Context: an optimization exercise on an open-source flow, tuned for small area. The choices shown serve that exercise and are no tape-out recipe. Only simulation tests tie the RTL to the original design; equivalence was not proved.

==> inputs of 04-10 <==
## register_file
module register_file #(
    parameter int ADDR_WIDTH = 5,
    parameter int DATA_WIDTH = 32
) (
    input  logic                  clk,
    input  logic                  reset,
    input  logic                  wen,
    input  logic [ADDR_WIDTH-1:0] waddr,
    input  logic [DATA_WIDTH-1:0] wdata,
    input  logic [ADDR_WIDTH-1:0] raddr1,
    output logic [DATA_WIDTH-1:0] rdata1,
    input  logic [ADDR_WIDTH-1:0] raddr2,
    output logic [DATA_WIDTH-1:0] rdata2
);
Settings: LEC_CHECK=0, CAP_MARGIN=20, CORE_MARGIN=2, CORE_UTILIZATION=40, CTS_CLUSTER_DIAMETER=80, CTS_CLUSTER_SIZE=30, SLEW_MARGIN=20, SYNTH_HIERARCHICAL=1; clock period 8.0 ns.
standard.sh (not shown) runs the stock make flow with config.mk's settings and CLKGATE_MAP_FILE= SYNTH_SCRIPT=/design/flow/synth_recipe.tcl, a recipe that flattens the netlist after the stock synthesis.
==> flow/flow/run.sh <==
#!/bin/bash
# Standard ORFS layout with three changes:
# - the smallest buffer cell for the port buffers;
# - after placement, an area-recovery pass (flow/place_recover.tcl) that steps
#   oversized cells down to the smallest drive strength their loads allow;
# - clock tree synthesis without dummy loads, with larger sink clusters.
# Each tool's full output goes to a log file of its own in this folder; each
# ORFS step also keeps its own log under orfs/logs/.
set -euo pipefail
export BUFFER_PORTS_ARGS="-buffer_cell sky130_fd_sc_hd__buf_1"
export CTS_ARGS="-sink_clustering_enable -repair_clock_nets -dont_use_dummy_load -sink_clustering_size 30 -sink_clustering_max_diameter 80"
bash standard.sh place > flow_place.log 2>&1
RESULTS_DIR=$PWD/orfs/results/$FLOW_PLATFORM/register_file/base \
  openroad -no_init -exit flow/place_recover.tcl > flow_place_recover.log 2>&1
bash standard.sh > flow_finish.log 2>&1
==> flow/flow/downsize.tcl <==
# Greedy area recovery: try each multi-drive-strength cell at smaller strengths
# and keep the smallest that leaves no max-slew/max-cap violation and keeps
# setup slack above a floor.
proc ds_worst {} { return [sta::worst_slack_cmd max] }
proc ds_ok {floor} {
  if {[sta::max_slew_violation_count] > 0} { return 0 }
  if {[sta::max_capacitance_violation_count] > 0} { return 0 }
  if {[ds_worst] < $floor} { return 0 }
  return 1
}
proc ds_run {floor} {
  set block [ord::get_db_block]
  set db [ord::get_db]
  set changed 0
  foreach inst [$block getInsts] {
    set m [[$inst getMaster] getName]
    if {![regexp {^(sky130_fd_sc_hd__[a-z0-9]+)_([0-9]+)$} $m -> base sz]} continue
    if {[string match "*df*" $base] || [string match "*tap*" $base] || [string match "*fill*" $base] || [string match "*clk*" $base]} continue
    if {$sz <= 1} continue
    foreach s {0 1 2 4 6 8 12} {
      if {$s >= $sz} break
      set cand "${base}_$s"
      set lc [get_lib_cells -quiet */$cand]
      if {[llength $lc] == 0} continue
      if {[get_property $lc dont_use]} continue
      set iname [$inst getName]
      replace_cell [get_cells $iname] $lc
      estimate_parasitics -placement
      if {[ds_ok $floor]} { incr changed; break }
      replace_cell [get_cells $iname] [get_lib_cells */$m]
      estimate_parasitics -placement
    }
  }
  return $changed
}
==> flow/flow/place_recover.tcl <==
# Area recovery on the placed design (3_place.odb), before clock tree synthesis:
# cells that synthesis or placement repair left at a larger drive strength than
# their loads need are stepped down, keeping a 20% margin on max slew, no
# max-capacitance violation and setup slack above 0.8 ns; repair_design then
# fixes anything left within its usual margins, and the result is legalised.
set results $::env(RESULTS_DIR)
set platform $::env(FLOW_HOME)/platforms/sky130hd
read_liberty $platform/lib/sky130_fd_sc_hd__tt_025C_1v80.lib
read_db $results/3_place.odb
read_sdc $results/3_place.sdc
source $platform/setRC.tcl
set_dont_use [get_lib_cells {sky130_fd_sc_hd__probe* sky130_fd_sc_hd__lpflow_*}]
source [file dirname [info script]]/downsize.tcl

estimate_parasitics -placement
puts "before: area [rsz::design_area] slew [sta::max_slew_violation_count] cap [sta::max_capacitance_violation_count] wns [ds_worst]"
set_max_transition 1.2 [current_design]
estimate_parasitics -placement
puts "downsized [ds_run 0.8e-9] cells"
# Back to the library's own limit; repair_design applies its margin to it.
set_max_transition 1.5 [current_design]
estimate_parasitics -placement
repair_design -slew_margin 20 -cap_margin 20
detailed_placement
check_placement
estimate_parasitics -placement
puts "after: area [rsz::design_area] slew [sta::max_slew_violation_count] cap [sta::max_capacitance_violation_count] wns [ds_worst]"
write_db $results/3_place.odb
==> 01-02: changes against 04-10 <==
==> flow/flow/run.sh (replaced) <==
#!/bin/bash
# Standard ORFS layout with two changes: clock tree synthesis without dummy
# loads (and larger sink clusters, set in config.mk), and the smallest buffer
# cell for the port buffers. Make's full output goes to standard_flow.log here;
# each ORFS step keeps its own log under orfs/logs/.
set -euo pipefail
export CTS_ARGS="-sink_clustering_enable -repair_clock_nets -dont_use_dummy_load -sink_clustering_size 30 -sink_clustering_max_diameter 80"
export BUFFER_PORTS_ARGS="-buffer_cell sky130_fd_sc_hd__buf_1"
bash standard.sh > standard_flow.log 2>&1
removed: flow/flow/downsize.tcl
removed: flow/flow/place_recover.tcl
==> reports/summary.txt <==
Max stage delay on crit path = 0.94 ns
Global-route wire length before repair = 244 mm
Fraction of area in multi-input gates = 43.5%
Avg Vias per Cell = 7.90
Outcome = finished clean
# the run above: 04-10

==> reports/summary.txt <==
Outcome = finished clean
Main synth FF type = dfxtp_1
Fraction of the mapped netlist area in simple logic gates = 4.45%
Tap cells = 1298
Fraction of area in multi-input gates = 43.9%
Sequential area share after synthesis = 49.5%
Avg Vias per Cell = 7.89
Global-route wire length before repair = 244 mm
Num Clock Sinks = 992
# the run above: 01-02

==> what the ideal ports hide <==
Ports are ideal in the flow. The routed layouts listed here were re-timed in OpenROAD. Step 1 assumes that a clkbuf_16 drives the clock port and a buf_2 every other input. Step 2 times the ports against the registers' clock, not the clock port: input delays grow and output delays shrink by t, the midpoint of the rising clock arrivals with the driver on. a / b / c = ideal ports / drivers / drivers and shift; a / b = the first two.
| run | t (ns) | setup slack, ns | hold slack, ns | worst data-port slew with drivers (ns) |
|---|---|---|---|---|
| 04-10 | 0.688 | 0.963 / 0.874 / 0.874 | 0.517 / 0.517 / 0.517 | 0.09 |
| 01-02 | 0.715 | 1.451 / 1.365 / 1.365 | 0.514 / 0.514 / 0.514 | 0.09 |
After both steps every run listed still meets setup and hold. The setup slack of 04-10, which loses most, moves by -0.089 ns with the drivers and by -0.089 ns with both steps.
